Background: an optimization exercise with open tools, aiming at small area, a short achievable clock period and few clock cycles per item. Do not read the settings as production practice. In this exercise RTL edits were held to simulation tests only and were not proved equivalent to the original. Power is estimated from default activity; no workload was simulated.

<file path="design/flow/design.v">
`default_nettype none
package rsrg_pkg;
    localparam int KEY_W       = 32;
    localparam int HSIZE_W     = 6;
    localparam int MAX_ENTRIES = 32;
    localparam int HSIZE_RESET = 32;
    typedef struct packed {
        logic                    op;
        logic signed [KEY_W-1:0] value;
    } t_in_item;
    typedef struct packed {
        logic signed [KEY_W-1:0] value_res;
        logic                    run_start;
        logic                    last;
    } t_out_item;
    typedef struct packed {
        logic             mark;
        logic [KEY_W-1:0] key;
    } t_entry;
    localparam logic OP_DATA  = 1'b0;
    localparam logic OP_FLUSH = 1'b1;
    typedef enum logic [3:0] {
        S_IDLE,
        S_RM_RD0,
        S_RM_RDL,
        S_RM_LAST,
        S_RM_CHK,
        S_RM_RC1,
        S_RM_RC2,
        S_RM_PLACE,
        S_IN_START,
        S_IN_CHK,
        S_IN_CMP,
        S_IN_PLACE
    } t_state;
    function automatic logic entry_before(t_entry a, t_entry b, logic cur);
        logic ca;
        logic cb;
        ca = (a.mark != cur);
        cb = (b.mark != cur);
        if (ca != cb) begin
            entry_before = !ca;
        end else begin
            entry_before = $signed(a.key) < $signed(b.key);
        end
    endfunction
endpackage
`default_nettype wire
`default_nettype none
module rsrg_heap_mem
#(
    parameter int DEPTH = rsrg_pkg::MAX_ENTRIES,
    localparam int AW = (DEPTH > 1) ? $clog2(DEPTH) : 1
) (
    input  wire logic          i_clk,
    input  wire logic          i_we,
    input  wire logic [AW-1:0] i_waddr,
    input  wire rsrg_pkg::t_entry        i_wdata,
    input  wire logic [AW-1:0] i_raddr,
    output rsrg_pkg::t_entry             o_rdata
);
    logic [rsrg_pkg::KEY_W:0] r_mem [0:DEPTH-1];
    rsrg_pkg::t_entry r_rdata;
    always_ff @(posedge i_clk) begin
        if (i_we) begin
            r_mem[i_waddr] <= i_wdata;
        end
        r_rdata <= r_mem[i_raddr];
    end
    assign o_rdata = r_rdata;
endmodule
`default_nettype wire
`default_nettype none
module rsrg_seq
#(
    parameter int MAX_N = rsrg_pkg::MAX_ENTRIES,
    localparam int AW   = (MAX_N > 1) ? $clog2(MAX_N) : 1,
    localparam int CNTW = $clog2(MAX_N + 1)
) (
    input  wire logic               i_clk,
    input  wire logic               i_rst_n,
    input  wire logic               i_in_valid,
    output logic                    o_in_ready,
    input  wire rsrg_pkg::t_in_item           i_in_item,
    output logic                    o_out_valid,
    input  wire logic               i_out_ready,
    output rsrg_pkg::t_out_item               o_out_item,
    input  wire logic               i_cfg_we,
    input  wire logic [rsrg_pkg::HSIZE_W-1:0] i_cfg_data,
    output logic                    o_mem_we,
    output logic [AW-1:0]           o_mem_waddr,
    output rsrg_pkg::t_entry                  o_mem_wdata,
    output logic [AW-1:0]           o_mem_raddr,
    input  wire rsrg_pkg::t_entry             i_mem_rdata
);
    localparam int EW = (CNTW > rsrg_pkg::HSIZE_W) ? CNTW : rsrg_pkg::HSIZE_W;
    localparam int IW = AW + 2;
    rsrg_pkg::t_state r_state, n_state;
    logic [CNTW-1:0]    r_cnt, n_cnt;
    logic               r_cur, n_cur;
    logic               r_any, n_any;
    logic               r_flush, n_flush;
    logic [rsrg_pkg::HSIZE_W-1:0] r_hsize;
    logic [rsrg_pkg::KEY_W-1:0]   r_val, n_val;
    logic               r_nmark, n_nmark;
    logic [AW-1:0]      r_i, n_i;
    rsrg_pkg::t_entry             r_left, n_left;
    rsrg_pkg::t_entry             r_k, n_k;
    rsrg_pkg::t_entry             r_root, n_root;
    logic               r_oval, n_oval;
    rsrg_pkg::t_out_item          r_oitem, n_oitem;
    logic [EW-1:0] eff;
    logic [EW-1:0] cnt_ext;
    logic [IW-1:0] c_idx;
    logic [IW-1:0] c1_idx;
    logic [IW-1:0] cnt_i;
    logic          c_out;
    logic          c1_in;
    logic [AW-1:0] p_idx;
    logic          out_free;
    logic          right_win;
    rsrg_pkg::t_entry        child;
    logic [AW-1:0] child_idx;
    logic          child_up;
    logic          new_up;
    logic          start_bit;
    rsrg_pkg::t_entry        new_entry;
    always_comb begin
        if (r_hsize == '0) begin
            eff = EW'(1);
        end else if (EW'(r_hsize) > EW'(MAX_N)) begin
            eff = EW'(MAX_N);
        end else begin
            eff = EW'(r_hsize);
        end
    end
    assign cnt_ext   = EW'(r_cnt);
    assign cnt_i     = IW'(r_cnt);
    assign c_idx     = {1'b0, r_i, 1'b1};
    assign c1_idx    = c_idx + IW'(1);
    assign c_out     = (c_idx >= cnt_i);
    assign c1_in     = (c1_idx < cnt_i);
    assign p_idx     = AW'((IW'(r_i) - IW'(1)) >> 1);
    assign out_free  = !r_oval || i_out_ready;
    assign right_win = c1_in && rsrg_pkg::entry_before(i_mem_rdata, r_left, r_cur);
    assign child     = right_win ? i_mem_rdata : r_left;
    assign child_idx = right_win ? c1_idx[AW-1:0] : c_idx[AW-1:0];
    assign child_up  = rsrg_pkg::entry_before(child, r_k, r_cur);
    assign new_entry = {r_nmark, r_val};
    assign new_up    = rsrg_pkg::entry_before(new_entry, i_mem_rdata, r_cur);
    assign start_bit = !r_any || (r_root.mark != r_cur);
    always_comb begin
        n_state = r_state;
        case (r_state)
            rsrg_pkg::S_IDLE: begin
                if (i_in_valid) begin
                    if (i_in_item.op == rsrg_pkg::OP_FLUSH) begin
                        n_state = (r_cnt == '0) ? rsrg_pkg::S_IDLE : rsrg_pkg::S_RM_RD0;
                    end else if (cnt_ext < eff) begin
                        n_state = rsrg_pkg::S_IN_START;
                    end else begin
                        n_state = rsrg_pkg::S_RM_RD0;
                    end
                end
            end
            rsrg_pkg::S_RM_RD0:  n_state = rsrg_pkg::S_RM_RDL;
            rsrg_pkg::S_RM_RDL:  n_state = rsrg_pkg::S_RM_LAST;
            rsrg_pkg::S_RM_LAST: n_state = rsrg_pkg::S_RM_CHK;
            rsrg_pkg::S_RM_CHK:  n_state = c_out ? rsrg_pkg::S_RM_PLACE : rsrg_pkg::S_RM_RC1;
            rsrg_pkg::S_RM_RC1:  n_state = rsrg_pkg::S_RM_RC2;
            rsrg_pkg::S_RM_RC2:  n_state = child_up ? rsrg_pkg::S_RM_CHK : rsrg_pkg::S_RM_PLACE;
            rsrg_pkg::S_RM_PLACE: begin
                if (out_free) begin
                    if (r_flush) begin
                        n_state = (r_cnt == '0) ? rsrg_pkg::S_IDLE : rsrg_pkg::S_RM_RD0;
                    end else begin
                        n_state = rsrg_pkg::S_IN_START;
                    end
                end
            end
            rsrg_pkg::S_IN_START: n_state = rsrg_pkg::S_IN_CHK;
            rsrg_pkg::S_IN_CHK:   n_state = (r_i == '0) ? rsrg_pkg::S_IN_PLACE : rsrg_pkg::S_IN_CMP;
            rsrg_pkg::S_IN_CMP:   n_state = new_up ? rsrg_pkg::S_IN_CHK : rsrg_pkg::S_IN_PLACE;
            rsrg_pkg::S_IN_PLACE: n_state = rsrg_pkg::S_IDLE;
            default:    n_state = rsrg_pkg::S_IDLE;
        endcase
    end
    always_comb begin
        n_cnt       = r_cnt;
        n_cur       = r_cur;
        n_any       = r_any;
        n_flush     = r_flush;
        n_val       = r_val;
        n_nmark     = r_nmark;
        n_i         = r_i;
        n_left      = r_left;
        n_k         = r_k;
        n_root      = r_root;
        n_oval      = r_oval && !i_out_ready;
        n_oitem     = r_oitem;
        o_in_ready  = 1'b0;
        o_mem_we    = 1'b0;
        o_mem_waddr = r_i;
        o_mem_wdata = new_entry;
        o_mem_raddr = '0;
        case (r_state)
            rsrg_pkg::S_IDLE: begin
                o_in_ready = 1'b1;
                if (i_in_valid) begin
                    n_val   = i_in_item.value;
                    n_nmark = r_cur;
                    n_flush = (i_in_item.op == rsrg_pkg::OP_FLUSH);
                    if (i_in_item.op == rsrg_pkg::OP_FLUSH && r_cnt == '0) begin
                        n_cur = 1'b0;
                        n_any = 1'b0;
                    end
                end
            end
            rsrg_pkg::S_RM_RD0: begin
                o_mem_raddr = '0;
                n_cnt       = r_cnt - CNTW'(1);
            end
            rsrg_pkg::S_RM_RDL: begin
                o_mem_raddr = AW'(r_cnt);
                n_root      = i_mem_rdata;
            end
            rsrg_pkg::S_RM_LAST: begin
                n_k = i_mem_rdata;
                n_i = '0;
            end
            rsrg_pkg::S_RM_CHK: begin
                o_mem_raddr = c_idx[AW-1:0];
            end
            rsrg_pkg::S_RM_RC1: begin
                o_mem_raddr = c1_idx[AW-1:0];
                n_left      = i_mem_rdata;
            end
            rsrg_pkg::S_RM_RC2: begin
                if (child_up) begin
                    o_mem_we    = 1'b1;
                    o_mem_waddr = r_i;
                    o_mem_wdata = child;
                    n_i         = child_idx;
                end
            end
            rsrg_pkg::S_RM_PLACE: begin
                o_mem_we    = (r_cnt != '0);
                o_mem_waddr = r_i;
                o_mem_wdata = r_k;
                if (out_free) begin
                    n_oval            = 1'b1;
                    n_oitem.value_res = r_root.key;
                    n_oitem.run_start = start_bit;
                    n_oitem.last      = r_flush && (r_cnt == '0);
                    if (r_flush && r_cnt == '0) begin
                        n_cur = 1'b0;
                        n_any = 1'b0;
                    end else begin
                        n_cur = r_root.mark;
                        n_any = 1'b1;
                    end
                    if ($signed(r_val) < $signed(r_root.key)) begin
                        n_nmark = !r_root.mark;
                    end else begin
                        n_nmark = r_root.mark;
                    end
                end
            end
            rsrg_pkg::S_IN_START: begin
                n_i   = AW'(r_cnt);
                n_cnt = r_cnt + CNTW'(1);
            end
            rsrg_pkg::S_IN_CHK: begin
                o_mem_raddr = p_idx;
            end
            rsrg_pkg::S_IN_CMP: begin
                if (new_up) begin
                    o_mem_we    = 1'b1;
                    o_mem_waddr = r_i;
                    o_mem_wdata = i_mem_rdata;
                    n_i         = p_idx;
                end
            end
            rsrg_pkg::S_IN_PLACE: begin
                o_mem_we    = 1'b1;
                o_mem_waddr = r_i;
                o_mem_wdata = new_entry;
            end
            default: begin
            end
        endcase
    end
    always_ff @(posedge i_clk) begin
        if (!i_rst_n) begin
            r_state <= rsrg_pkg::S_IDLE;
            r_cnt   <= '0;
            r_cur   <= 1'b0;
            r_any   <= 1'b0;
            r_flush <= 1'b0;
            r_oval  <= 1'b0;
            r_hsize <= rsrg_pkg::HSIZE_RESET[rsrg_pkg::HSIZE_W-1:0];
        end else begin
            r_state <= n_state;
            r_cnt   <= n_cnt;
            r_cur   <= n_cur;
            r_any   <= n_any;
            r_flush <= n_flush;
            r_oval  <= n_oval;
            if (i_cfg_we) begin
                r_hsize <= i_cfg_data;
            end
        end
    end
    always_ff @(posedge i_clk) begin
        r_val   <= n_val;
        r_nmark <= n_nmark;
        r_i     <= n_i;
        r_left  <= n_left;
        r_k     <= n_k;
        r_root  <= n_root;
        r_oitem <= n_oitem;
    end
    assign o_out_valid = r_oval;
    assign o_out_item  = r_oitem;
endmodule
`default_nettype wire
`default_nettype none
module replacement_selection_run_generator_unit
#(
    parameter int MAX_N = rsrg_pkg::MAX_ENTRIES
) (
    input  wire logic               i_clk,
    input  wire logic               i_rst_n,
    input  wire logic               i_in_valid,
    output logic                    o_in_ready,
    input  wire rsrg_pkg::t_in_item           i_in_item,
    output logic                    o_out_valid,
    input  wire logic               i_out_ready,
    output rsrg_pkg::t_out_item               o_out_item,
    input  wire logic               i_cfg_we,
    input  wire logic [rsrg_pkg::HSIZE_W-1:0] i_cfg_data
);
    localparam int AW = (MAX_N > 1) ? $clog2(MAX_N) : 1;
    logic          mem_we;
    logic [AW-1:0] mem_waddr;
    rsrg_pkg::t_entry        mem_wdata;
    logic [AW-1:0] mem_raddr;
    rsrg_pkg::t_entry        mem_rdata;
    rsrg_heap_mem #(
        .DEPTH(MAX_N)
    ) u_mem (
        .i_clk  (i_clk),
        .i_we   (mem_we),
        .i_waddr(mem_waddr),
        .i_wdata(mem_wdata),
        .i_raddr(mem_raddr),
        .o_rdata(mem_rdata)
    );
    rsrg_seq #(
        .MAX_N(MAX_N)
    ) u_seq (
        .i_clk      (i_clk),
        .i_rst_n    (i_rst_n),
        .i_in_valid (i_in_valid),
        .o_in_ready (o_in_ready),
        .i_in_item  (i_in_item),
        .o_out_valid(o_out_valid),
        .i_out_ready(i_out_ready),
        .o_out_item (o_out_item),
        .i_cfg_we   (i_cfg_we),
        .i_cfg_data (i_cfg_data),
        .o_mem_we   (mem_we),
        .o_mem_waddr(mem_waddr),
        .o_mem_wdata(mem_wdata),
        .o_mem_raddr(mem_raddr),
        .i_mem_rdata(mem_rdata)
    );
endmodule
`default_nettype wire
</file>
<file path="design/flow/run.sh">
#!/bin/bash
# synth_recipe.tcl (not shown) runs the flow's synth.tcl, then flattens the netlist and writes it again
# the make line also repeats each setting of config.mk as NAME=value (left out here)
make -C /OpenROAD-flow-scripts/flow DESIGN_CONFIG=/design/flow/config.mk WORK_HOME=/design/flow/orfs CLKGATE_MAP_FILE= SYNTH_SCRIPT=/design/flow/synth_recipe.tcl finish
</file>
<file path="design/flow/config.mk">
export PLATFORM = sky130hd
export DESIGN_NAME = replacement_selection_run_generator_unit
export DESIGN_NICKNAME = replacement_selection_run_generator_unit
export VERILOG_FILES = /design/flow/design.v
export SDC_FILE = /design/flow/constraint.sdc
export NUM_CORES = 4
export LEC_CHECK = 0
export CAP_MARGIN = 20
export CORE_MARGIN = 2
export CORE_UTILIZATION = 40
export SLEW_MARGIN = 20
</file>
<file path="design/flow/constraint.sdc">
create_clock -name core_clock -period 10.0 [get_ports {i_clk}]
set_input_delay 2.0000 -clock core_clock [delete_from_list [all_inputs] [get_ports {i_clk}]]
set_output_delay 2.0000 -clock core_clock [all_outputs]
set_load 0.01 [all_outputs]
</file>
==> run notes <==
[cell type report]
type	instances	area (um2)
inverters	151	567
repair buffers	156	1510
flip-flops and latches	1280	37900
clock buffers	176	3600
clock inverters	69	722
multi-input cells	2429	15600
fillers	12020	74800
well taps	1794	2240
diodes	1	2.50
[worst max-delay path, cell delays in order, from the launching register on]
cell and delay [ps]:
edfxtp_1 540, ha_1 560, nand3_1 160, xnor2_1 160
ha_1 290, o21ai_0 90, a21oi_1 100, a2111oi_4 300
nand3_4 490, o21ai_0 460, ha_1 330, a21o_1 170
a21o_1 170, a2111oi_0 560, o211ai_1 200, a211oi_1 290
xor2_1 100, a41o_1 290, nor2_1 270, o211ai_2 190
nand2_1 700, and3_2 1010, buf_4 410
[registers in the layout (all words and copies together) (netlist names)]
register,flops
u_mem.r_mem,1056
u_mem.r_rdata,33
u_seq.r_any,1
u_seq.r_cnt,6
u_seq.r_cur,1
u_seq.r_flush,1
u_seq.r_hsize,6
u_seq.r_i,5
u_seq.r_k,33
u_seq.r_left,33
u_seq.r_nmark,1
u_seq.r_oitem,34
u_seq.r_oval,1
u_seq.r_root,33
u_seq.r_state,4
u_seq.r_val,32
[metrics by stage]
stage          utilization, %  setup slack (ps)  hold slack, ps  std cells  cell area (um2)
6_report                 45.4              1750             449       6056            62200
5_1_grt                  45.4              1210             452       6056            62200
4_1_cts                  45.4              1790             449       6055            62100
3_5_place_dp             42.2              1810             435       5810            57800
3_3_place_gp             42.2              1900             432       5808            57800
2_1_floorplan               -              3640             426       4141            55000
[power groups by stage]
stage	combinational [W]	sequential [W]	clock, W
global placement	0.00348	0.00709	0
finish	0.00352	0.00698	0.00493
detailed placement	0.00350	0.00709	0
CTS	0.00352	0.00698	0.00501
global route	0.00389	0.00700	0.00520
floorplan	0.00235	0.00685	0
[cells by family after synthesis]
kind of cell	synth area share, %
AOI/OAI and AO/OA	14.1
xor gates and xnor gates	0.303
adders and majority gates	3.50
buffers and inverters	3.03
DFF	69.0
muxes	0.296
and+or+nand+nor	9.78
[routing by layer]
metal | vias to the layer above | share of wire, % | track usage [%]
met5 | - | 0 | 0
met1 | 17594 | 45 | 30.9
met3 | 240 | 7.7 | 3.49
met2 | 1422 | 45 | 32.2
li1 | 15883 | - | -
met4 | 0 | 2.8 | 6.90
[final timing paths]
check | slack (ps) | end | cells after the start | start
worst min register to register | 450 | u_seq.r_oitem[8] | 0 | u_seq.r_root[6]
worst max-delay path | 1750 | u_mem.r_mem[21][31] | 22 | u_seq.r_i[1]
worst min-delay path | 450 | u_seq.r_oitem[8] | 0 | u_seq.r_root[6]
worst max register to register | 1750 | u_mem.r_mem[21][31] | 22 | u_seq.r_i[1]
[cells in the mapped netlist (31+ instances only)]
cell type / instances
nand2_1: 621
a221oi_1: 34
a21o_1: 67
dfxtp_1: 53
edfxtp_1: 1227
a211oi_1: 378
inv_1: 151
nand4_1: 52
ha_1: 152
a31oi_1: 134
and2_1: 267
nand3_1: 43
nor2_1: 54
a22o_1: 31
clkbuf_1: 250
a311oi_1: 132
o21ai_0: 124
and3_1: 38
a21oi_1: 158
==> run_results.csv <==
group,metric,value,unit
clock_tree,clk_pin_slew,60,ps
logic_synthesis,syn_area_per_cell,13.3,um2
timing,fin_skew,28.9,ps
clock_tree,ctsHoldBuffers,0,
final_layout,area_growth,13.1,%
grt,antenna_found_initial,3,
detailed_routing,first_pass_iters,6,
logic_synthesis,synthArstFlopShare,0,%
logic_synthesis,synth_top_area_share,67.0,%
clock_tree,cts_max_level,4,
power_and_ir_drop,p_int,0.0105,W
die,coreArea,137000,um2
logic_synthesis,synth_edf_count,1227,
timing,maxSlewViolCount,0,
timing,fin_crit,8250,ps
grt,grt_max_degree,171,
setup_path,critPathLaunchType,"register",
timing,period_share,82.5,%
logic_synthesis,synthTopCellsByArea,"edfxtp_1 (67%), a211oi_1 (5.2%), nand2_1 (4.2%)",
logic_synthesis,synth.yosys.warnings,2,
grt,grt-ovfl-total,0,
clock_tree,cts_root_buffer,"clkbuf_16",
final_layout,layout_common_cells,"edfxtp_1 (1227), nand2_1 (621), a211oi_1 (377)",
hold_path,hold_path.class,"register to register",
grt,grtUsageTotal,21.2,%
detailed_routing,ant_nets,0,
logic_synthesis,syn_inst,4141,
die,die_w,375,um
setup_path,critPathRequiredTime,10440,ps
logic_synthesis,seq_area_frac_synth,69.0,%
final_layout,final_nets,4350,
clock_tree,cts_resized,0,
die,die_h,375,um
clock_tree,cts_setup_buffers,0,
power_and_ir_drop,seqPwrFrac,45.2,%
clock_tree,clock_sinks,1280,
clock_tree,clock_path_buffers,3,
timing,worstMarginPinSlew,1160,ps
run,drv_cap,0,
logic_synthesis,synthesis.area,55000,um2
detailed_routing,drt_iter0_drc,3952,
final_layout,final_common_cell,"edfxtp_1",
logic_synthesis,synth_cell_types,67,
grt,grt_pass1_vias,33423,
timing,slew_headroom,23.0,%
setup_path,worstSetupEndpointType,"register",
power_and_ir_drop,switching_share,31.7,%
detailed_routing,via_per_inst,5.80,
logic_synthesis,yosys.area.top_type,"edfxtp_1",
detailed_routing,routed_wirelength,151000,um
power_and_ir_drop,p_clk_share,31.9,%
die,die_area,140000,um2
die,start_util,40.1,%
clock_tree,cts_tree,"yes",
logic_synthesis,synth_seq_cells,1280,
place,port_buffers,79,
power_and_ir_drop,combPwrFrac,22.8,%
detailed_routing,wl_per_cell,25.0,um
clock_tree,clkLatencyLatePin,770,ps
final_layout,drive_above_1_share,8.12,%
logic_synthesis,syn-num-nets,4338,
setup_path,crit_fanout,51,
die,rows,136,
timing,rsz0062_at_grt,"no",
detailed_routing,drcViolationCount,0,
power_and_ir_drop,leakagePower,21.2,nW
power_and_ir_drop,power_switching,0.00489,W
clock_tree,cts_buffers,135,
die,io_pins,80,
power_and_ir_drop,power.total,0.0154,W
place,gp_congestion,0.893,
setup_path,crit_type,"register to register",
place,dpl.hpwl,85800,um
setup_path,critical_path_arrival,8690,ps
power_and_ir_drop,ir_drop,0.179,mV
logic_synthesis,synthFlopType,"edfxtp_1",
status,outcome,"timing/DRC/antenna clean",
timing,tns,0,ps
detailed_routing,vias,35139,
grt,grt_pass1_wl,223000,um
power_and_ir_drop,power_density,248,nW/um2
timing,fmax,0.121,GHz
timing,hold_viol_final,0,
timing,finalSetupViolations,0,
Testbench counts, summed over its fixed seeds: cycles 256,228, items 11,216.

## what the ideal ports hide
Ports are ideal in the flow. The routed layout listed here was re-timed in OpenROAD.
Step 1 (the two cells are an assumption about what drives the block):
set clk [get_ports {i_clk}]
set_driving_cell -lib_cell sky130_fd_sc_hd__clkbuf_16 $clk
set_driving_cell -lib_cell sky130_fd_sc_hd__buf_2 [delete_from_list [all_inputs] $clk]
Step 2 also shifts input and output timing later by t, the mid clock arrival at the registers, as if the neighbouring blocks saw the same clock.
Three values: no drivers, after step 1, after step 2; two values: the first two.
t (ns): 0.837
setup WS [ns]: 1.745 / 1.745 / 1.745
slew at the worst register clock pin (ns): 0.07 / 0.07
worst data-port slew with drivers (ns): 0.05
pins driven straight from the clock port: 1
After both steps setup and hold are still met in this run. For this run, drivers alone change the setup slack by 0.000 ns; drivers and shift together by 0.000 ns.
